From an optimization exercise on the open Yosys and OpenROAD flow, aimed at small area and a short achievable clock period; shortcuts taken in it are not production practice.
Only simulation tests tie the RTL to the original design; equivalence was not proved.
Power and IR drop assume default switching activity. No driver is modelled on the clock port, so clocking that relies on it looks cheaper here than on a real chip.

## design/flow/run.sh

```bash
#!/bin/bash
# synth_recipe.tcl (not shown) runs the flow's synth.tcl, then flattens the netlist and writes it again
# the make line also repeats each setting of config.mk as NAME=value (left out here)
make -C /OpenROAD-flow-scripts/flow DESIGN_CONFIG=/design/flow/config.mk WORK_HOME=/design/flow/orfs CLKGATE_MAP_FILE= SYNTH_SCRIPT=/design/flow/synth_recipe.tcl finish
```

## design/flow/config.mk

```make
export PLATFORM = sky130hd
export DESIGN_NAME = adc_circ_buffer
export DESIGN_NICKNAME = adc_circ_buffer
export VERILOG_FILES = /design/flow/design.v
export SDC_FILE = /design/flow/constraint.sdc
export NUM_CORES = 4
export LEC_CHECK = 0
export CAP_MARGIN = 10
export CORE_MARGIN = 2
export CORE_UTILIZATION = 85
export CTS_CLUSTER_DIAMETER = 100
export CTS_CLUSTER_SIZE = 30
export GPL_ROUTABILITY_DRIVEN = 0
export SETUP_SLACK_MARGIN = 3.6
export SLEW_MARGIN = 10
export TNS_END_PERCENT = 100
```

## design/flow/constraint.sdc

```tcl
create_clock -name core_clock -period 6.0 [get_ports {FASTCLK}]
set_input_delay 1.2000 -clock core_clock [delete_from_list [all_inputs] [get_ports {FASTCLK}]]
set_output_delay 1.2000 -clock core_clock [all_outputs]
set_load 0.01 [all_outputs]
```

## design/flow/design.v

```verilog
package adc_pkg;
  localparam int ADC_DATA_W = 12;
  localparam int ADC_ADDR_W = 8;
  typedef enum logic [2:0] {
    IDLE,
    FILL,
    ARMED,
    POST,
    READOUT
  } state_t;
  function automatic logic [ADC_ADDR_W-1:0] ptr_add(input logic [ADC_ADDR_W-1:0] ptr,
                                                    input logic [ADC_ADDR_W-1:0] n);
    ptr_add = ptr + n;
  endfunction
endpackage
module circ_ram
#(
  parameter int DATA_W = adc_pkg::ADC_DATA_W,
  parameter int DEPTH  = 255
) (
  input  logic              clk_i,
  input  logic              shift_i,
  input  logic              hold_i,
  input  logic [DATA_W-1:0] wdata_i,
  output logic [DATA_W-1:0] tail_o,
  output logic [DATA_W-1:0] tail1_o
);
  logic [DATA_W-1:0] sr_q [DEPTH];
  always_ff @(posedge clk_i) begin
    sr_q[0] <= ~(({DATA_W{shift_i}} | sr_q[0]) & ({DATA_W{hold_i}} | wdata_i));
    for (int i = 1; i < DEPTH; i++) begin
      sr_q[i] <= ~(({DATA_W{shift_i}} | sr_q[i]) & ({DATA_W{hold_i}} | sr_q[i-1]));
    end
  end
  assign tail_o  = sr_q[DEPTH-1];
  assign tail1_o = sr_q[DEPTH-2];
endmodule
module adc_circ_buffer
#(
  parameter int DATA_W    = adc_pkg::ADC_DATA_W,
  parameter int ADDR_W    = adc_pkg::ADC_ADDR_W,
  parameter int POST_TRIG = 192
) (
  input  logic              FASTCLK,
  input  logic              RESET_n,
  input  logic [DATA_W-1:0] IN_DATA,
  input  logic              IN_WE,
  input  logic              ARM,
  input  logic              TRIG,
  input  logic              RD_READY,
  output logic [DATA_W-1:0] RD_DATA,
  output logic              RD_VALID,
  output logic              RD_LAST,
  output logic [ADDR_W-1:0] TRIG_ADDR,
  output logic              BUSY,
  output logic              TRIG_LOST
);
  localparam int DEPTH = 1 << ADDR_W;
  localparam int PRE   = DEPTH - POST_TRIG;
  localparam logic [ADDR_W-1:0] PRE_END  = ADDR_W'(PRE - 1);
  localparam logic [ADDR_W-1:0] POST_END = ADDR_W'(POST_TRIG - 1);
  localparam logic [ADDR_W-1:0] RD_END   = ADDR_W'(DEPTH - 2);
  logic s_fill_q, s_armed_q, s_post_q, s_read_q, busy_q;
  logic s_fill_d, s_armed_d, s_post_d, s_read_d, busy_d;
  logic [ADDR_W-1:0] wr_ptr_q, wr_ptr_d;
  logic [ADDR_W-1:0] trig_addr_q, trig_addr_d;
  logic [ADDR_W-1:0] cnt_q, cnt_d;
  logic              trig_lost_q, trig_lost_d;
  logic              rd_valid_q, rd_valid_d;
  logic              rd_last_q, rd_last_d;
  logic              rv_q, rv_d;
  logic              last_q, last_d;
  logic              idle;
  logic [DATA_W-1:0] rd_data_q, rd_data_d;
  logic [DATA_W-1:0] wd_q;
  logic              shift_q, hold_q;
  logic              pend_q;
  logic              pol_q;
  logic [DATA_W-1:0] sr_next;
  logic              wr_en;
  logic              xfer;
  logic [DATA_W-1:0] sr_tail, sr_tail1;
  assign wr_en = IN_WE && (s_fill_q || s_armed_q || s_post_q);
  assign xfer  = rv_q && RD_READY;
  assign idle  = !(s_fill_q || s_armed_q || s_post_q || s_read_q);
  circ_ram #(
    .DATA_W(DATA_W),
    .DEPTH (DEPTH - 1)
  ) u_ram (
    .clk_i  (FASTCLK),
    .shift_i(shift_q),
    .hold_i (hold_q),
    .wdata_i(wd_q),
    .tail_o (sr_tail),
    .tail1_o(sr_tail1)
  );
  always_ff @(posedge FASTCLK) begin
    pol_q   <= RESET_n && !pol_q;
    wd_q    <= IN_DATA ^ {DATA_W{!pol_q}};
    shift_q <= wr_en || xfer;
    hold_q  <= !(wr_en || xfer);
    pend_q  <= xfer;
  end
  always_comb begin
    s_fill_d    = s_fill_q;
    s_armed_d   = s_armed_q;
    s_post_d    = s_post_q;
    s_read_d    = s_read_q;
    wr_ptr_d    = wr_en ? wr_ptr_q + 1'b1 : wr_ptr_q;
    trig_addr_d = trig_addr_q;
    cnt_d       = cnt_q;
    trig_lost_d = trig_lost_q;
    if (idle) begin
      if (ARM) begin
        s_fill_d    = 1'b1;
        cnt_d       = '0;
        trig_lost_d = 1'b0;
      end
    end
    if (s_fill_q) begin
      if (TRIG) trig_lost_d = 1'b1;
      if (IN_WE) begin
        cnt_d = cnt_q + 1'b1;
        if (cnt_q == PRE_END) begin
          s_fill_d  = 1'b0;
          s_armed_d = 1'b1;
        end
      end
    end
    if (s_armed_q) begin
      if (TRIG) begin
        s_armed_d   = 1'b0;
        s_post_d    = 1'b1;
        trig_addr_d = wr_ptr_q;
        cnt_d       = {{(ADDR_W-1){1'b0}}, IN_WE};
      end
    end
    if (s_post_q) begin
      if (IN_WE) begin
        cnt_d = cnt_q + 1'b1;
        if (cnt_q == POST_END) begin
          s_post_d = 1'b0;
          s_read_d = 1'b1;
          cnt_d    = '0;
        end
      end
    end
    if (s_read_q) begin
      if (xfer) begin
        cnt_d = cnt_q + 1'b1;
        if (last_q) s_read_d = 1'b0;
      end
    end
  end
  assign busy_d     = s_fill_d || s_armed_d || s_post_d || s_read_d;
  assign sr_next    = (pend_q ? sr_tail1 : sr_tail) ^ {DATA_W{pol_q}};
  assign rd_valid_d = s_read_q && !(xfer && last_q);
  assign rd_last_d  = s_read_q && (xfer ? (cnt_q == RD_END) : rd_last_q);
  assign rv_d       = s_read_q && s_read_d;
  assign last_d     = s_read_q && ((RD_READY && rv_q) ? (cnt_q == RD_END) : last_q);
  assign rd_data_d  = (s_read_q && (!rv_q || RD_READY)) ?
                      (last_q ? '0 : sr_next) : rd_data_q;
  always_ff @(posedge FASTCLK) begin
    if (!RESET_n) begin
      s_fill_q    <= 1'b0;
      s_armed_q   <= 1'b0;
      s_post_q    <= 1'b0;
      s_read_q    <= 1'b0;
      busy_q      <= 1'b0;
      wr_ptr_q    <= '0;
      trig_addr_q <= '0;
      cnt_q       <= '0;
      trig_lost_q <= 1'b0;
      rd_valid_q  <= 1'b0;
      rd_last_q   <= 1'b0;
      rv_q        <= 1'b0;
      last_q      <= 1'b0;
      rd_data_q   <= '0;
    end else begin
      s_fill_q    <= s_fill_d;
      s_armed_q   <= s_armed_d;
      s_post_q    <= s_post_d;
      s_read_q    <= s_read_d;
      busy_q      <= busy_d;
      wr_ptr_q    <= wr_ptr_d;
      trig_addr_q <= trig_addr_d;
      cnt_q       <= cnt_d;
      trig_lost_q <= trig_lost_d;
      rd_valid_q  <= rd_valid_d;
      rd_last_q   <= rd_last_d;
      rv_q        <= rv_d;
      last_q      <= last_d;
      rd_data_q   <= rd_data_d;
    end
  end
  assign RD_VALID  = rd_valid_q;
  assign RD_DATA   = rd_data_q;
  assign RD_LAST   = rd_last_q;
  assign TRIG_ADDR = trig_addr_q;
  assign BUSY      = busy_q;
  assign TRIG_LOST = trig_lost_q;
endmodule
```

==> impl_results.rst, run 1 <==
.. list-table::
   :header-rows: 1

   * - Metric
     - Value
   * - Final setup vio count
     - 0
   * - Critical R2R Capture
     - u_ram.sr_q[40][2]
   * - Clock tree from TritonCTS
     - yes
   * - Core Rows
     - about 120
   * - Initial drt markers
     - 4185
   * - Die Width
     - 322 um
   * - Hold buffer count at CTS
     - 0
   * - Clock-pin slew on the worst setup and hold paths
     - 100 ps
   * - Part of the total power dissipated in combinational logic
     - 0.114
   * - Max Cap Violations
     - 0
   * - Global route total overflow
     - 0
   * - Area of the multi-input gates
     - 20500 um2
   * - Number of antenna diodes
     - 0
   * - Post-detail-place hpwl
     - 76.6 mm
   * - Classification of the worst setup path
     - register to output port
   * - Starting density of the core
     - 0.857
   * - Warnings from Yosys
     - 3
   * - Part of the Yosys area used for sequential elements
     - 0.729
   * - Worst clock skew on the final layout
     - roughly 37 ps
   * - Data arrival time of the critical path
     - about 1200 ps
   * - Clock Latency Late Sink
     - about 740 ps
   * - Net switching power
     - between 10000 and 15000 uW
   * - Maximum achievable frequency
     - 410 MHz
   * - Worst Hold Class
     - register to register
   * - Overall track demand over capacity in global routing
     - 0.280
   * - Internal power contribution
     - around 35000 uW
   * - CP peak stage delay
     - 370 ps
   * - Number of optimization iterations in the first detailed-route pass
     - 6
   * - Slowest stage cell on the critical path
     - sky130_fd_sc_hd__dfxtp_2
   * - Max Root-Sink Buffers
     - 3
   * - Result of the run
     - finished clean
   * - Crit path required time
     - 4800 ps
   * - Sequential power share
     - 0.691
   * - CTS Buf Count
     - between 100 and 150
   * - Average instance area after synthesis
     - approximately 12 um2
   * - Fin Hold WS
     - 424 ps
   * - Hold depth
     - 1
   * - Static Leakage
     - 0.0335 uW
   * - Synth-to-Final Area Change
     - 3.98%
   * - Switching Fraction
     - 0.265
   * - Setup slack of the most critical reg-to-reg path
     - 3670 ps
   * - Summed negative setup slack over all endpoints
     - 0 ps
   * - Clock group share of total power
     - 0.194
   * - I/O pin total
     - 42
   * - Routed vias/inst
     - 6.77
   * - Deepest level of the CTS H-tree
     - 3
   * - VDD IR-drop max
     - 0.453 mV
   * - Die area
     - 103000 um2
   * - Hold Violations, Final
     - 0
   * - Number of instances in the synthesized netlist
     - 7098
   * - Final critical delay including setup and external delays
     - 2440 ps
   * - Launch point of the worst hold path
     - wd_q[7]
   * - Rel. slew slack
     - 0.234
   * - Final non-filler cell total
     - 7937
   * - Height of the die
     - 322 um
   * - Most used flip-flop cell after synthesis
     - sky130_fd_sc_hd__dfxtp_1
   * - Layout filler cell count
     - between 4000 and 5000
   * - Path depth of the worst reg2reg path
     - 3
   * - Routed wirelength normalized by instance count
     - 19.0 um
   * - Number of antenna violations at the first check in global routing
     - 0
   * - Sequential cell area in the final layout
     - 62500 um2
   * - Slew at the pin closest to its max-slew limit
     - 1150 ps
   * - Sum of routed wire length over all layers
     - roughly 150 mm
   * - Worst path cell trace
     - buf_6
   * - Share of post-route cells with drive strength above 1
     - 0.0383
   * - Net count reported at finish
     - between 6000 and 7000
   * - Area inside the core boundary
     - approximately 100000 um2
   * - Top fanout value on the critical path
     - 2
   * - Antenna-violating nets left
     - 0
   * - Clock sink count
     - 3122
   * - Number of global-route vias before repair
     - 50600
   * - Clock root cell
     - sky130_fd_sc_hd__clkbuf_16
   * - Gate family responsible for the most delay along the worst path
     - flip-flops
   * - Post-synthesis register bit count
     - 3122
   * - Post-route clock period utilization
     - 0.406
   * - Number of vias after detailed routing
     - between 50000 and 60000
   * - Origin of the critical flop-to-flop path
     - hold_q
   * - Total instance count after detailed placement
     - a little under 8000
   * - DRC violations left
     - 0
   * - Share of flip-flops with an asynchronous set or reset
     - 0
   * - Buffers plus inverters on the worst setup path
     - 1
   * - WHS Endpoint
     - u_ram.sr_q[0][7]
   * - Number of synthesized flops with an enable pin
     - 0
   * - Pin count of the biggest net entering global routing
     - 293
   * - Place WS
     - 2280 ps
   * - First-pass GRT wire length
     - 249 mm
   * - Fin worst setup slack
     - 3560 ps
   * - Nature of the critical path startpoint
     - register
   * - Power Dens Cells
     - 530 nW/um2
   * - Type of destination of the critical path
     - output port
   * - Synthesized net count
     - slightly above 7000
   * - Netlist area before placement
     - 85700 um2
   * - I/O Buffers
     - 41
   * - Number of distinct library cells after synthesis
     - 48
   * - Unrepaired setup endpoints after global routing
     - true
   * - Number of slew-limit violations in the final report
     - 0
[per-layer routing]
metal  share of wire  GRT usage
met5               0          0
met4           0.025     0.0794
met3           0.026     0.0320
met2            0.49      0.468
met1            0.45      0.390
[sequential cells by signal, summed over array words and instances, names as in the netlist, 8 cells and up]
| name | count |
|---|---|
| cnt_q | 8 |
| wd_q | 12 |
| u_ram.sr_q | 3060 |
| wr_ptr_q | 8 |
| rd_data_q | 12 |
| trig_addr_q | 8 |
[layout make-up]
class / instances / area share
clock buffer: 118 / 0.0329
clock inverter: 3 / 0.000534
inverter: 10 / 0.000477
multi-input combinational: 3268 / 0.230
sequential: 3122 / 0.702
tap: 1298 / 0.0182
timing repair buffer: 118 / 0.0158
[worst max-delay path by stage]
stage	from	end	slack [ps]	cells after the start
2_1_floorplan	IN_WE	busy_q	3630	5
3_3_place_gp	RESET_n	busy_q	2380	4
3_5_place_dp	RESET_n	busy_q	2280	4
4_1_cts	rd_data_q[8]	RD_DATA[8]	3500	1
5_1_grt	trig_addr_q[5]	TRIG_ADDR[5]	3520	1
6_report	trig_addr_q[2]	TRIG_ADDR[2]	3560	1
[power by group through the flow]
stage | Clock [uW] | Sequential [uW] | Combinational (uW)
6_report | 9180 | 32600 | 5400
4_1_cts | 9290 | 32500 | 5400
3_3_place_gp | 0 | 32200 | 4700
3_5_place_dp | 0 | 32600 | 5240
5_1_grt | 10000 | 33300 | 6050
2_1_floorplan | 0 | 31400 | 4420
[metrics by stage]
stage	cell area, um2	util	power, uW
final	89100	0.891	47200
after detailed placement	85900	0.859	37900
after floorplan	85700	-	35800
after global routing	89100	0.891	49400
after CTS	89000	0.890	47200
after global placement	85900	0.859	36900
[synthesized netlist by cell type, types with 4 or more instances]
cell	number	area, um2
sky130_fd_sc_hd__clkbuf_1	609	2290
sky130_fd_sc_hd__o21a_1	4	30.0
sky130_fd_sc_hd__nand4_1	6	37.5
sky130_fd_sc_hd__a22oi_1	18	135
sky130_fd_sc_hd__mux2i_1	13	130
sky130_fd_sc_hd__a21oi_1	19	95.1
sky130_fd_sc_hd__and3_1	4	25.0
sky130_fd_sc_hd__o21ai_0	7	35.0
sky130_fd_sc_hd__buf_2	19	95.1
sky130_fd_sc_hd__inv_1	9	33.8
sky130_fd_sc_hd__buf_1	69	259
sky130_fd_sc_hd__xnor2_1	27	236
sky130_fd_sc_hd__dfxtp_1	3122	62500
sky130_fd_sc_hd__nand2_1	31	116
sky130_fd_sc_hd__or3_1	4	25.0
sky130_fd_sc_hd__nor3_1	7	35.0
sky130_fd_sc_hd__nor2_1	26	97.6
sky130_fd_sc_hd__o22ai_1	3060	19100
sky130_fd_sc_hd__a21o_1	4	30.0
sky130_fd_sc_hd__nand3_1	5	25.0
[what timing repair did]
item	CTS	global route
gates resized for setup	159	2
endpoints found under the setup margin	416	525
buffers inserted	9	6
[cells by family (layout without fill, tap and decap cells)]
logic type,Yosys count,count (layout),share of synthesized area
AOI/OAI and AO/OA,3127,3127,0.229
and+or+nand+nor,95,95,0.00534
DFF,3122,3122,0.729
adders and majority gates,3,3,0.000438
muxes,13,13,0.00152
buffers and inverters,708,249,0.0314
xor gates and xnor gates,30,30,0.00307
[layout by cell type, fill, tap and decap left out, types with 9 or more instances in the layout]
| master | synthesis | final |
|---|---|---|
| sky130_fd_sc_hd__a21oi_1 | 19 | 19 |
| sky130_fd_sc_hd__a22oi_1 | 18 | 18 |
| sky130_fd_sc_hd__buf_12 | 0 | 27 |
| sky130_fd_sc_hd__buf_4 | 0 | 47 |
| sky130_fd_sc_hd__buf_6 | 1 | 22 |
| sky130_fd_sc_hd__clkbuf_16 | 0 | 117 |
| sky130_fd_sc_hd__clkdlybuf4s50_1 | 0 | 17 |
| sky130_fd_sc_hd__dfxtp_1 | 3122 | 3097 |
| sky130_fd_sc_hd__dfxtp_2 | 0 | 22 |
| sky130_fd_sc_hd__inv_1 | 9 | 9 |
| sky130_fd_sc_hd__mux2i_1 | 13 | 13 |
| sky130_fd_sc_hd__nand2_1 | 31 | 31 |
| sky130_fd_sc_hd__nor2_1 | 26 | 26 |
| sky130_fd_sc_hd__o22ai_1 | 3060 | 3060 |
| sky130_fd_sc_hd__xnor2_1 | 27 | 27 |
==> run 2, diff against run 1 <==
--- a/design/flow/config.mk
+++ b/design/flow/config.mk
@@ -7,10 +7,8 @@
 export LEC_CHECK = 0
 export CAP_MARGIN = 10
 export CORE_MARGIN = 2
-export CORE_UTILIZATION = 85
+export CORE_UTILIZATION = 83
 export CTS_CLUSTER_DIAMETER = 100
 export CTS_CLUSTER_SIZE = 30
-export GPL_ROUTABILITY_DRIVEN = 0
-export SETUP_SLACK_MARGIN = 3.6
+export SETUP_SLACK_MARGIN = 4.0
 export SLEW_MARGIN = 10
-export TNS_END_PERCENT = 100
==> run 2 against run 1 <==
  * First-iteration DRC count shrank 8.9%
  * Highest routed layer unchanged
  * Maximum frequency grew 1.0%
  * Combinational power is essentially flat
  * Still clean on timing, DRC and antenna
==> impl_results.rst, run 2 <==
.. list-table::
   :header-rows: 1

   * - Metric
     - Value
   * - Result of the run
     - finished clean
   * - Register ranked first by flip-flop count
     - u_ram.sr_q
   * - Part of the Yosys area used for sequential elements
     - 0.729 (unchanged)
   * - Maximum achievable frequency
     - 414 MHz (+1.0%)
   * - Setup slack of the most critical reg-to-reg path
     - 4060 ps (+390 ps)
   * - Max reg flops
     - 3060 (unchanged)
   * - Antenna-violating nets left
     - 0 (unchanged)
   * - Switching Fraction
     - 0.261 (-0.00443)
   * - Buffers plus inverters on the worst setup path
     - 1 (unchanged)
   * - Die Width
     - 325 um (+1.2%)
   * - Final setup vio count
     - 0 (unchanged)
   * - Most common library cells after synthesis
     - sky130_fd_sc_hd__dfxtp_1, sky130_fd_sc_hd__o22ai_1, sky130_fd_sc_hd__clkbuf_1
   * - Die area
     - 106000 um2 (+2.4%)
   * - Unrepaired setup endpoints after global routing
     - true
   * - CP peak stage delay
     - 380 ps (about the same)
   * - Core Rows
     - 117 (+0.86%)
   * - Final critical delay including setup and external delays
     - 2410 ps (-24.8 ps)
   * - Origin of the critical flop-to-flop path
     - shift_q
   * - Post-detail-place hpwl
     - 72.0 mm (-6.1%)
   * - Registers with the most flip-flops
     - u_ram.sr_q (3060), rd_data_q (12), wd_q (12)
   * - Layout filler cell count
     - 4770 (+6.9%)
   * - Most frequent cells in the layout
     - sky130_fd_sc_hd__dfxtp_1, sky130_fd_sc_hd__o22ai_1, sky130_fd_sc_hd__clkbuf_16
   * - Data arrival time of the critical path
     - 1210 ps (-30 ps)
   * - Share of post-route cells with drive strength above 1
     - 0.0403 (+0.00208)
   * - Routed wirelength normalized by instance count
     - 17.8 um (-6.6%)
   * - Detailed-routing wirelength on met1
     - 66.4 mm (-3.0%)
   * - Critical R2R Capture
     - u_ram.sr_q[1][9]
   * - Share of flip-flops with an asynchronous set or reset
     - 0 (unchanged)
   * - Net switching power
     - 12300 uW (-2.2%)
   * - Most numerous cell in the Yosys netlist
     - sky130_fd_sc_hd__dfxtp_1
   * - Net count reported at finish
     - 6660 (+0.075%)
   * - Global route total overflow
     - 0 (unchanged)
   * - Yosys top cell area share
     - 0.729 (unchanged)
   * - Number of instances in the synthesized netlist
     - 7098 (unchanged)
   * - Number of distinct library cells after synthesis
     - 48 (unchanged)
   * - Fin worst setup slack
     - 3590 ps (+24.8 ps)
   * - Area inside the core boundary
     - 102000 um2 (+2.0%)
   * - Clock root cell
     - sky130_fd_sc_hd__clkbuf_16
   * - Number of vias after detailed routing
     - 52700 (-1.9%)
   * - Top cells by area, synth
     - sky130_fd_sc_hd__dfxtp_1, sky130_fd_sc_hd__o22ai_1, sky130_fd_sc_hd__clkbuf_1, sky130_fd_sc_hd__buf_1, sky130_fd_sc_hd__xnor2_1
   * - Warnings from Yosys
     - 3 (unchanged)
   * - Netlist area before placement
     - 85700 um2 (unchanged)
   * - Worst setup path startpoint
     - rd_data_q[10]
   * - Pin count of the biggest net entering global routing
     - 292 (-0.34%)
   * - Max Root-Sink Buffers
     - 3 (unchanged)
   * - Rel. slew slack
     - 0.224 (-0.0105)
   * - Stages on worst setup path
     - 1 (unchanged)
   * - Worst Hold Class
     - register to register
   * - Top fanout value on the critical path
     - 2 (unchanged)
   * - Summed negative setup slack over all endpoints
     - 0 ps (unchanged)
   * - DRC violations left
     - 0 (unchanged)
   * - Number of slew-limit violations in the final report
     - 0 (unchanged)
   * - Crit path required time
     - 4800 ps (about the same)
   * - Routed vias/inst
     - 6.58 (-2.8%)
   * - Type of destination of the critical path
     - output port
   * - First-pass GRT wire length
     - 237 mm (-4.9%)
   * - Wire length on met3
     - 3.28 mm (-17%)
   * - Initial drt markers
     - 3812 (-8.9%)
   * - Static Leakage
     - 0.0337 uW (+0.52%)
   * - Sequential cell area in the final layout
     - 62500 um2 (about the same)
   * - Deepest level of the CTS H-tree
     - 3 (unchanged)
   * - Number of optimization iterations in the first detailed-route pass
     - 5 (-1)
   * - Clock Latency Late Sink
     - 730 ps (about the same)
   * - Uppermost metal layer occupied by signal nets
     - met4
   * - Termination of the worst setup path
     - RD_DATA[10]
   * - Worst clock skew on the final layout
     - 32.8 ps (-3.76 ps)
   * - Number of antenna diodes
     - 0 (unchanged)
   * - Library cell with the largest summed area after synthesis
     - sky130_fd_sc_hd__dfxtp_1
   * - Classification of the worst setup path
     - register to output port
   * - Power Dens Cells
     - 525 nW/um2 (-0.98%)
   * - Slew at the pin closest to its max-slew limit
     - 1160 ps (+15.8 ps)
   * - Area of the multi-input gates
     - 20600 um2 (+0.21%)
   * - Fin Hold WS
     - 420 ps (-3.47 ps)
   * - Average instance area after synthesis
     - 12.1 um2 (unchanged)
   * - Part of the total power dissipated in combinational logic
     - 0.114 (about the same)
   * - Utilization after layout
     - 0.877 (-0.0139)
   * - Hold Violations, Final
     - 0 (unchanged)
   * - Post-layout total power
     - 47000 uW (-0.54%)
   * - Number of synthesized flops with an enable pin
     - 0 (unchanged)
   * - VDD IR-drop max
     - 0.479 mV (+5.9%)
   * - Gate family responsible for the most delay along the worst path
     - flip-flops
   * - Place WS
     - 2420 ps (+142 ps)
   * - Overall track demand over capacity in global routing
     - 0.254 (-0.0261)
   * - Nature of the critical path startpoint
     - register
   * - Max Cap Violations
     - 0 (unchanged)
   * - Worst path cell trace
     - buf_6
   * - Clock group share of total power
     - 0.195 (about the same)
   * - CTS Buf Count
     - 114 (unchanged)
   * - Most common cell after layout, fill and taps aside
     - sky130_fd_sc_hd__dfxtp_1
   * - Weighted congestion at the end of routability-driven global placement
     - 0.777
   * - Sum of routed wire length over all layers
     - 142 mm (-5.7%)
   * - Synthesized net count
     - 7119 (unchanged)
   * - I/O pin total
     - 42 (unchanged)
   * - Number of antenna violations at the first check in global routing
     - 0 (unchanged)
   * - Path depth of the worst reg2reg path
     - 3 (unchanged)
   * - Post-synthesis register bit count
     - 3122 (unchanged)
   * - I/O Buffers
     - 41 (unchanged)
   * - Slowest stage cell on the critical path
     - sky130_fd_sc_hd__dfxtp_2
   * - Clock-pin slew on the worst setup and hold paths
     - 110 ps (about the same)
   * - Height of the die
     - 325 um (+1.2%)
   * - Post-route clock period utilization
     - 0.402 (-0.00413)
   * - Clock tree from TritonCTS
     - yes
   * - Most used flip-flop cell after synthesis
     - sky130_fd_sc_hd__dfxtp_1
   * - Sequential power share
     - 0.691 (about the same)
   * - Met2 wirelength from detailed routing
     - 69.6 mm (-6.8%)
   * - Number of global-route vias before repair
     - 49600 (-2.0%)
   * - Clock sink count
     - 3122 (unchanged)
   * - Internal power contribution
     - 34700 uW (about the same)
   * - Starting density of the core
     - 0.840 (-0.0171)
   * - Synth-to-Final Area Change
     - 4.44%
run 2: cell types whose count changed in the layout (fill, tap and decap cells not counted), moves of 3 or more:
cell,delta
sky130_fd_sc_hd__buf_16,+4
sky130_fd_sc_hd__buf_4,-10
sky130_fd_sc_hd__buf_6,+4
sky130_fd_sc_hd__bufbuf_16,+3
sky130_fd_sc_hd__clkdlybuf4s50_1,-4
sky130_fd_sc_hd__nand2_1,-3
run 2: worst register-to-register path: stages, from the launching register on:
cell	delay, ps
sky130_fd_sc_hd__dfxtp_4	480
sky130_fd_sc_hd__buf_4	210
sky130_fd_sc_hd__buf_12	610
sky130_fd_sc_hd__o22ai_1	490
run 2: metrics by stage:
step	instances	area [um2]
floorplan	7098	85700
global placement	7858	85900
detailed placement	7858	85900
CTS	7997	89300
global route	8012	89500
finish	8012	89500
run 2: worst min-delay path by stage:
stage | cells past startpoint | startpoint | to
after CTS | 1 | u_ram.sr_q[167][8] | u_ram.sr_q[168][8]
after detailed placement | 1 | wd_q[9] | u_ram.sr_q[0][9]
after global routing | 1 | u_ram.sr_q[170][8] | u_ram.sr_q[171][8]
after global placement | 1 | wd_q[11] | u_ram.sr_q[0][11]
final | 1 | u_ram.sr_q[167][8] | u_ram.sr_q[168][8]
after floorplan | 1 | wd_q[0] | u_ram.sr_q[0][0]
run 2: cell type report:
cell class,instances,share of cell area
clock buffer,118,0.0328
clock inverter,3,0.000531
tap,1368,0.0191
sequential,3122,0.699
multi-input combinational,3268,0.230
inverter,10,0.000475
timing repair buffer,123,0.0187
run 2: per-layer routing:
layer  vias to the layer above  GRT usage
li1                      26500          -
met1                     25300      0.358
met2                       659      0.423
met3                       209     0.0297
met4                         0     0.0634
met5                         -          0
run 2: power groups by stage:
stage	logic (uW)	clock network [uW]	registers [uW]
2_1_floorplan	4420	0	31400
3_3_place_gp	4700	0	32200
3_5_place_dp	5230	0	32600
4_1_cts	5360	9260	32300
5_1_grt	6040	9960	33200
6_report	5370	9140	32400
run 2: cell families after synthesis:
| logic type | after synthesis | share of synthesized area |
|---|---|---|
| compound gates | 3127 | 0.229 |
| xor+xnor | 30 | 0.00307 |
| fa+ha+maj | 3 | 0.000438 |
| buf+inv | 708 | 0.0314 |
| flops | 3122 | 0.729 |
| mux | 13 | 0.00152 |
| simple gates | 95 | 0.00534 |
run 2: repair_timing:
action                                  in CTS  in global routing
hold buffers                                 0                  0
gates cloned                                 3                  2
gates resized for setup                    156                 13
endpoints found under the setup margin    2571                779
buffers inserted                            15                 13
hold endpoints to repair                     0                  0
pin swaps                                    1                  5
==> run 3, diff against run 2 <==
--- a/design/flow/config.mk
+++ b/design/flow/config.mk
@@ -10,5 +10,5 @@
 export CORE_UTILIZATION = 83
 export CTS_CLUSTER_DIAMETER = 100
 export CTS_CLUSTER_SIZE = 30
-export SETUP_SLACK_MARGIN = 4.0
+export SETUP_SLACK_MARGIN = 3.7
 export SLEW_MARGIN = 10
==> run 3 against run 2 <==
  * Largest cell class unchanged
  * Cell area decreased by 0.40%
  * Critical path type unchanged
  * Routed wire length grew 2.6%
  * Highest routed layer unchanged
  * Maximum frequency down 0.77%
  * Largest power group unchanged
==> impl_results.rst, run 3 <==
.. list-table::
   :header-rows: 1

   * - Metric
     - Value
   * - Result of the run
     - finished clean
   * - Hold buffer count at CTS
     - 0 (unchanged)
   * - Summed negative setup slack over all endpoints
     - 0 ps (unchanged)
   * - Max Cap Violations
     - 0 (unchanged)
   * - Routed wirelength normalized by instance count
     - 18.3 um (+2.8%)
   * - Buffers plus inverters on the worst setup path
     - 1 (unchanged)
   * - Place WS
     - 2160 ps (-267 ps)
   * - Deepest level of the CTS H-tree
     - 3 (unchanged)
   * - Post-detail-place hpwl
     - 75.3 mm (+4.7%)
   * - Number of antenna violations at the first check in global routing
     - 1 (+1)
   * - Clock Latency Late Sink
     - 750 ps (+20 ps)
   * - Number of distinct library cells after synthesis
     - 48 (unchanged)
   * - Antenna-violating nets left
     - 0 (unchanged)
   * - CP peak stage delay
     - 370 ps (about the same)
   * - Sequential power share
     - 0.690 (about the same)
   * - Part of the Yosys area used for sequential elements
     - 0.729 (unchanged)
   * - Synth-to-Final Area Change
     - 4.03%
   * - Slowest stage cell on the critical path
     - sky130_fd_sc_hd__dfxtp_2
   * - Static Leakage
     - 0.0335 uW (-0.63%)
   * - Data arrival time of the critical path
     - 1230 ps (+20 ps)
   * - Final non-filler cell total
     - 7991 (-0.26%)
   * - Top cells by area, synth
     - sky130_fd_sc_hd__dfxtp_1, sky130_fd_sc_hd__o22ai_1, sky130_fd_sc_hd__clkbuf_1, sky130_fd_sc_hd__buf_1, sky130_fd_sc_hd__xnor2_1
   * - Average instance area after synthesis
     - 12.1 um2 (unchanged)
   * - Slew at the pin closest to its max-slew limit
     - 1150 ps (-10.7 ps)
   * - Warnings from Yosys
     - 3 (unchanged)
   * - I/O Buffers
     - 41 (unchanged)
   * - Critical R2R Capture
     - u_ram.sr_q[10][5]
   * - Clock sink count
     - 3122 (unchanged)
   * - Gate family responsible for the most delay along the worst path
     - flip-flops
   * - Launch point of the worst hold path
     - wd_q[0]
   * - Number of vias after detailed routing
     - 53200 (+0.92%)
   * - Switching Fraction
     - 0.264 (+0.00346)
   * - Overall track demand over capacity in global routing
     - 0.262 (+0.00830)
   * - Most used flip-flop cell after synthesis
     - sky130_fd_sc_hd__dfxtp_1
   * - Unrepaired setup endpoints after global routing
     - true
   * - Top fanout value on the critical path
     - 2 (unchanged)
   * - Most numerous cell in the Yosys netlist
     - sky130_fd_sc_hd__dfxtp_1
   * - Hold depth
     - 1 (unchanged)
   * - Internal power contribution
     - 34700 uW (about the same)
   * - Number of optimization iterations in the first detailed-route pass
     - 6 (+1)
   * - Area inside the core boundary
     - 102000 um2 (unchanged)
   * - Global route total overflow
     - 0 (unchanged)
   * - Number of slew-limit violations in the final report
     - 0 (unchanged)
   * - Setup slack of the most critical reg-to-reg path
     - 3750 ps (-310 ps)
   * - Clock-pin slew on the worst setup and hold paths
     - 110 ps (about the same)
   * - Weighted congestion at the end of routability-driven global placement
     - 0.764 (-1.6%)
   * - Rel. slew slack
     - 0.231 (+0.00715)
   * - Utilization after layout
     - 0.874 (-0.00347)
   * - Height of the die
     - 325 um (unchanged)
   * - Die Width
     - 325 um (unchanged)
   * - Net switching power
     - 12500 uW (+1.8%)
   * - Registers with the most flip-flops
     - u_ram.sr_q (3060), rd_data_q (12), wd_q (12)
   * - Type of destination of the critical path
     - output port
   * - Fin worst setup slack
     - 3570 ps (-18.8 ps)
   * - Hold Violations, Final
     - 0 (unchanged)
   * - Synthesized net count
     - 7119 (unchanged)
   * - Maximum achievable frequency
     - 411 MHz (-0.77%)
   * - Sum of routed wire length over all layers
     - 146 mm (+2.6%)
   * - Routed vias/inst
     - 6.65 (+1.2%)
   * - Final critical delay including setup and external delays
     - 2430 ps (+18.8 ps)
   * - Register ranked first by flip-flop count
     - u_ram.sr_q
   * - Worst path cell trace
     - buf_6
   * - Crit path required time
     - 4800 ps (about the same)
   * - Core Rows
     - 117 (unchanged)
   * - Path depth of the worst reg2reg path
     - 3 (unchanged)
   * - Most frequent cells in the layout
     - sky130_fd_sc_hd__dfxtp_1, sky130_fd_sc_hd__o22ai_1, sky130_fd_sc_hd__clkbuf_16
   * - Post-synthesis register bit count
     - 3122 (unchanged)
   * - Number of global-route vias before repair
     - 50300 (+1.3%)
   * - Layout filler cell count
     - 4799 (+0.61%)
   * - DRC violations left
     - 0 (unchanged)
   * - First-pass GRT wire length
     - 243 mm (+2.7%)
   * - Classification of the worst setup path
     - register to output port
   * - Nature of the critical path startpoint
     - register
   * - Post-route clock period utilization
     - 0.405 (+0.00314)
   * - Pin count of the biggest net entering global routing
     - 279 (-4.5%)
   * - Origin of the critical flop-to-flop path
     - hold_q
   * - Net count reported at finish
     - 6636 (-0.36%)
   * - Share of flip-flops with an asynchronous set or reset
     - 0 (unchanged)
   * - Power Dens Cells
     - 529 nW/um2 (+0.85%)
   * - Number of instances in the synthesized netlist
     - 7098 (unchanged)
   * - Initial drt markers
     - 3918 (+2.8%)
   * - Final setup vio count
     - 0 (unchanged)
   * - Library cell with the largest summed area after synthesis
     - sky130_fd_sc_hd__dfxtp_1
   * - Netlist area before placement
     - 85700 um2 (unchanged)
   * - Clock group share of total power
     - 0.196 (about the same)
   * - WHS Endpoint
     - u_ram.sr_q[0][0]
   * - Total instance count after detailed placement
     - 7858 (unchanged)
   * - CTS Buf Count
     - 114 (unchanged)
   * - Number of synthesized flops with an enable pin
     - 0 (unchanged)
   * - Yosys top cell area share
     - 0.729 (unchanged)
   * - Max Root-Sink Buffers
     - 3 (unchanged)
   * - Die area
     - 106000 um2 (unchanged)
   * - Worst Hold Class
     - register to register
   * - VDD IR-drop max
     - 0.404 mV (-16%)
   * - Max reg flops
     - 3060 (unchanged)
   * - Share of post-route cells with drive strength above 1
     - 0.0362 (-0.00409)
   * - Most common cell after layout, fill and taps aside
     - sky130_fd_sc_hd__dfxtp_1
   * - Most common library cells after synthesis
     - sky130_fd_sc_hd__dfxtp_1, sky130_fd_sc_hd__o22ai_1, sky130_fd_sc_hd__clkbuf_1
   * - I/O pin total
     - 42 (unchanged)
   * - Worst clock skew on the final layout
     - 33.3 ps (+0.499 ps)
   * - Clock tree from TritonCTS
     - yes
   * - Part of the total power dissipated in combinational logic
     - 0.114 (about the same)
   * - Clock root cell
     - sky130_fd_sc_hd__clkbuf_16
   * - Starting density of the core
     - 0.840 (unchanged)
run 3: cell counts after synthesis:
Identical to the previous run, type by type.
run 3: routing by layer:
layer,global-route usage,wire (um),vias up
li1,-,-,26400
met1,0.365,66700,25800
met2,0.444,73100,727
met3,0.0295,3540,228
met4,0.0617,2640,0
met5,0,0,-
run 3: final cells by class:
type	count	area (um2)	share of cell area
flip-flops and latches	3122	62500	0.702
multi-input cells	3268	20500	0.230
inverters	10	42.5	0.000477
clock inverters	5	87.6	0.000982
diodes	1	2.50	0.0000281
clock buffers	118	2930	0.0329
well taps	1368	1710	0.0192
repair buffers	99	1310	0.0146
run 3: worst max-delay path by stage:
stage / startpoint / endpoint / slack (ps) / cells past startpoint
floorplan: IN_WE / busy_q / 3720 / 5
detailed placement: RESET_n / busy_q / 2160 / 4
finish: rd_data_q[2] / RD_DATA[2] / 3570 / 1
CTS: rd_data_q[2] / RD_DATA[2] / 3520 / 1
global placement: RESET_n / busy_q / 2260 / 4
global route: rd_data_q[2] / RD_DATA[2] / 3510 / 1
run 3: power by group through the flow:
stage	Combinational, uW	Clock (uW)	Sequential [uW]
2_1_floorplan	4420	0	31400
6_report	5370	9230	32600
4_1_cts	5390	9340	32500
3_5_place_dp	5260	0	32600
5_1_grt	6040	10000	33300
3_3_place_gp	4710	0	32200
run 3: stage by stage:
step / total power [uW] / hold slack, ps / area (um2)
2_1_floorplan: 35800 / 399 / 85700
3_3_place_gp: 36900 / 401 / 85900
3_5_place_dp: 37900 / 405 / 85900
4_1_cts: 47200 / 420 / 89100
5_1_grt: 49400 / 436 / 89100
6_report: 47200 / 417 / 89100
run 3: timing repair:
item                       4_1_cts  5_1_grt
gates resized for setup        147        7
buffers inserted                 6        2
setup endpoints to repair     1589      315
cloned                           0        1
hold endpoints to repair         0        0
run 3: kinds of logic (layout without fill, tap and decap cells):
logic type	after synthesis	in the layout	share of synthesized area
compound gates	3127	3127	0.229
flops	3122	3122	0.729
buf+inv	708	232	0.0314
simple gates	95	95	0.00534
xor+xnor	30	30	0.00307
mux	13	13	0.00152
fa+ha+maj	3	3	0.000438
other cells	0	1	0
==> run 4, diff against run 3 <==
--- a/design/flow/config.mk
+++ b/design/flow/config.mk
@@ -9,6 +9,6 @@
 export CORE_MARGIN = 2
 export CORE_UTILIZATION = 83
 export CTS_CLUSTER_DIAMETER = 100
-export CTS_CLUSTER_SIZE = 30
+export CTS_CLUSTER_SIZE = 33
 export SETUP_SLACK_MARGIN = 3.7
 export SLEW_MARGIN = 10
==> run 4 against run 3 <==
  * Core utilization fell by 0.27 points
  * Still clean
  * Total power fell by 1.2%
  * Cell count fell by 0.14%
  * Flip-flop and latch count did not move
  * Largest cell class unchanged
==> impl_results.rst, run 4 <==
.. list-table::
   :header-rows: 1

   * - Metric
     - Value
   * - Max Cap Violations
     - 0 (unchanged)
   * - Most numerous cell in the Yosys netlist
     - sky130_fd_sc_hd__dfxtp_1
   * - Basic-gate share of the synthesized area counting and, or, nand and nor cells
     - 0.00534 (unchanged)
   * - Worst clock skew on the final layout
     - 26.2 ps (-7.10 ps)
   * - Routed vias/inst
     - 6.58 (-1.1%)
   * - Crit path required time
     - 4800 ps (about the same)
   * - Slew at the pin closest to its max-slew limit
     - 1150 ps (-7.30 ps)
   * - Number of distinct library cells after synthesis
     - 48 (unchanged)
   * - Top cells by area, synth
     - sky130_fd_sc_hd__dfxtp_1, sky130_fd_sc_hd__o22ai_1, sky130_fd_sc_hd__clkbuf_1, sky130_fd_sc_hd__buf_1, sky130_fd_sc_hd__xnor2_1
   * - Yosys top cell area share
     - 0.729 (unchanged)
   * - Xor and xnor fraction of the mapped netlist area
     - 0.00307 (unchanged)
   * - Global route total overflow
     - 0 (unchanged)
   * - Type of destination of the critical path
     - output port
   * - Layout filler cell count
     - 4851 (+1.1%)
   * - Clock-pin slew on the worst setup and hold paths
     - 120 ps (about the same)
   * - Clock tree from TritonCTS
     - yes
   * - Routed wirelength normalized by instance count
     - 17.6 um (-3.4%)
   * - Max reg flops
     - 3060 (unchanged)
   * - Fraction of the mapped netlist area in compound gates
     - 0.229 (unchanged)
   * - Most used flip-flop cell after synthesis
     - sky130_fd_sc_hd__dfxtp_1
   * - Multiplexer share of the synthesized area
     - 0.00152 (unchanged)
   * - Number of instances in the synthesized netlist
     - 7098 (unchanged)
   * - Post-synthesis register bit count
     - 3122 (unchanged)
   * - Post-route clock period utilization
     - 0.402 (-0.00317)
   * - Adder-cell share of the synthesized area
     - 0.000438 (unchanged)
   * - Final setup vio count
     - 0 (unchanged)
   * - Nature of the critical path startpoint
     - register
   * - Max Root-Sink Buffers
     - 3 (unchanged)
   * - Share of post-route cells with drive strength above 1
     - 0.0348 (-0.00145)
   * - Top fanout value on the critical path
     - 2 (unchanged)
   * - Classification of the worst setup path
     - register to output port
   * - CTS Buf Count
     - 104 (-8.8%)
   * - Library cell with the largest summed area after synthesis
     - sky130_fd_sc_hd__dfxtp_1
   * - Synth-to-Final Area Change
     - 3.70%
   * - Average instance area after synthesis
     - 12.1 um2 (unchanged)
   * - VDD IR-drop max
     - 0.483 mV (+19%)
   * - First-pass GRT wire length
     - 238 mm (-2.4%)
   * - Summed negative setup slack over all endpoints
     - 0 ps (unchanged)
   * - Most frequent cells in the layout
     - sky130_fd_sc_hd__dfxtp_1, sky130_fd_sc_hd__o22ai_1, sky130_fd_sc_hd__clkbuf_16
   * - Number of global-route vias before repair
     - 49700 (-1.1%)
   * - Synthesized net count
     - 7119 (unchanged)
   * - Netlist area before placement
     - 85700 um2 (unchanged)
   * - Sum of routed wire length over all layers
     - 141 mm (-3.5%)
   * - Number of synthesized flops with an enable pin
     - 0 (unchanged)
   * - Post-detail-place hpwl
     - 75.3 mm (unchanged)
   * - Slowest stage cell on the critical path
     - sky130_fd_sc_hd__dfxtp_2
   * - Weighted congestion at the end of routability-driven global placement
     - 0.764 (unchanged)
   * - Number of antenna violations at the first check in global routing
     - 1 (unchanged)
   * - Clock root cell
     - sky130_fd_sc_hd__clkbuf_16
   * - Pin count of the biggest net entering global routing
     - 279 (unchanged)
   * - Antenna-violating nets left
     - 0 (unchanged)
   * - Overall track demand over capacity in global routing
     - 0.254 (-0.00768)
   * - Registers with the most flip-flops
     - u_ram.sr_q (3060), rd_data_q (12), wd_q (12)
   * - Number of optimization iterations in the first detailed-route pass
     - 5 (-1)
   * - Combinational family with the most area after synthesis
     - compound AO/OA/AOI/OAI gates
   * - Power Dens Cells
     - 524 nW/um2 (-0.91%)
   * - Clock sink count
     - 3122 (unchanged)
   * - Most common cell after layout, fill and taps aside
     - sky130_fd_sc_hd__dfxtp_1
   * - Die Width
     - 325 um (unchanged)
   * - Number of vias after detailed routing
     - 52500 (-1.3%)
   * - Register ranked first by flip-flop count
     - u_ram.sr_q
   * - Deepest level of the CTS H-tree
     - 3 (unchanged)
   * - I/O Buffers
     - 41 (unchanged)
   * - DRC violations left
     - 0 (unchanged)
   * - Result of the run
     - finished clean
   * - Most common library cells after synthesis
     - sky130_fd_sc_hd__dfxtp_1, sky130_fd_sc_hd__o22ai_1, sky130_fd_sc_hd__clkbuf_1
   * - Starting density of the core
     - 0.840 (unchanged)
   * - Die area
     - 106000 um2 (unchanged)
   * - CP peak stage delay
     - 370 ps (about the same)
   * - Static Leakage
     - 0.0333 uW (-0.43%)
   * - Area inside the core boundary
     - 102000 um2 (unchanged)
   * - Worst Hold Class
     - register to register
   * - Buffers plus inverters on the worst setup path
     - 1 (unchanged)
   * - Gate family responsible for the most delay along the worst path
     - flip-flops
   * - Number of slew-limit violations in the final report
     - 0 (unchanged)
   * - Height of the die
     - 325 um (unchanged)
   * - Rel. slew slack
     - 0.236 (+0.00487)
   * - Hold Violations, Final
     - 0 (unchanged)
   * - I/O pin total
     - 42 (unchanged)
   * - Warnings from Yosys
     - 3 (unchanged)
   * - Part of the Yosys area used for sequential elements
     - 0.729 (unchanged)
   * - Core Rows
     - 117 (unchanged)
   * - Unrepaired setup endpoints after global routing
     - true
   * - Maximum achievable frequency
     - 414 MHz (+0.79%)
   * - Fin Hold WS
     - 419 ps (+2.77 ps)
   * - Hold buffer count at CTS
     - 0 (unchanged)
   * - Net count reported at finish
     - 6627 (-0.14%)
   * - Worst path cell trace
     - buf_6
   * - Clock Latency Late Sink
     - 730 ps (-20 ps)
   * - Share of flip-flops with an asynchronous set or reset
     - 0 (unchanged)
   * - Final critical delay including setup and external delays
     - 2410 ps (-19.0 ps)
   * - Initial drt markers
     - 3880 (-0.97%)
   * - Data arrival time of the critical path
     - 1210 ps (-20 ps)
==> run 4: final timing paths <==
| check | from | endpoint | slack [ps] | cells past startpoint |
|---|---|---|---|---|
| max | rd_data_q[5] | RD_DATA[5] | 3590 | 1 |
| min | wd_q[9] | u_ram.sr_q[0][9] | 420 | 1 |
| max reg2reg | hold_q | u_ram.sr_q[10][5] | 3700 | 3 |
| min reg2reg | wd_q[9] | u_ram.sr_q[0][9] | 420 | 1 |
==> run 4: through the flow <==
step / setup WS [ps] / power (uW) / util / instances / cell area [um2]
floorplan: 3720 / 35800 / - / 7098 / 85700
finish: 3590 / 46600 / 0.871 / 7980 / 88900
global route: 3530 / 48900 / 0.871 / 7980 / 88900
detailed placement: 2160 / 37900 / 0.842 / 7858 / 85900
global placement: 2260 / 36900 / 0.842 / 7858 / 85900
CTS: 3540 / 46700 / 0.870 / 7976 / 88800
==> run 4: logic make-up (layout without fill, tap and decap cells) <==
logic type,count (synthesis),after routing
fa+ha+maj,3,3
xor+xnor,30,30
flops,3122,3122
mux,13,13
buf+inv,708,221
compound gates,3127,3127
other cells,0,1
simple gates,95,95
==> run 4: cell type report <==
| class | count | area, um2 | area share |
|---|---|---|---|
| Clock inverter | 3 | 45.0 | 0.000507 |
| Tap cell | 1368 | 1710 | 0.0193 |
| Sequential cell | 3122 | 62500 | 0.704 |
| Clock buffer | 108 | 2680 | 0.0302 |
| Inverter | 10 | 42.5 | 0.000479 |
| Antenna cell | 1 | 2.50 | 0.0000282 |
| Multi-Input combinational cell | 3268 | 20500 | 0.231 |
| Timing Repair Buffer | 100 | 1320 | 0.0148 |
==> run 4: power breakdown <==
group	total, uW	internal, uW	leakage [uW]	switching (uW)
Combinational	5330	2970	0.00566	2360
Clock	8810	3240	0.00134	5560
Sequential	32500	28200	0.0263	4270
Total	46600	34400	0.0333	12200
==> run 4: per-layer routing <==
layer	GRT usage	vias up	routed length (um)
li1	-	26400	-
met4	0.0622	0	2870
met1	0.359	25300	65800
met3	0.0292	208	2770
met2	0.424	552	69400
met5	0	-	0
==> run 4: what timing repair did <==
| action | 4_1_cts | 5_1_grt |
|---|---|---|
| resized for setup | 147 | 8 |
| gates cloned | 0 | 1 |
| buffers inserted | 7 | 2 |
| endpoints found under the setup margin | 1527 | 319 |
| hold endpoints to repair | 0 | 0 |

## separate check: timing with driven ports
Ports are ideal in the flow. The routed layouts listed here were re-timed in OpenROAD. Step 1 sets driving cells, clkbuf_16 on the clock port and buf_2 on the other inputs (assumed; they add their load-dependent delay and slew). Step 2, shift: input delay + t, output delay - t, t = (earliest + latest rising clock arrival at the registers) / 2. This alone moves slack from input paths to output paths. Three values: ideal, step 1, step 2; two values: the first two.
| run | t, ns | setup slack, ns | worst register clock-pin slew, ns | pins driven straight from the clock port |
|---|---|---|---|---|
| run 1 | 0.795 | 3.562 / 3.486 / 2.989 | 0.11 / 0.11 | 1 |
| run 2 | 0.793 | 3.587 / 3.514 / 3.322 | 0.11 / 0.11 | 1 |
| run 3 | 0.816 | 3.568 / 3.489 / 3.010 | 0.11 / 0.11 | 1 |
| run 4 | 0.791 | 3.587 / 3.516 / 2.983 | 0.12 / 0.12 | 1 |
After both steps setup and hold are still met in every run listed. For run 4, which loses most, drivers alone change the setup slack by -0.071 ns; drivers and shift together by -0.604 ns.
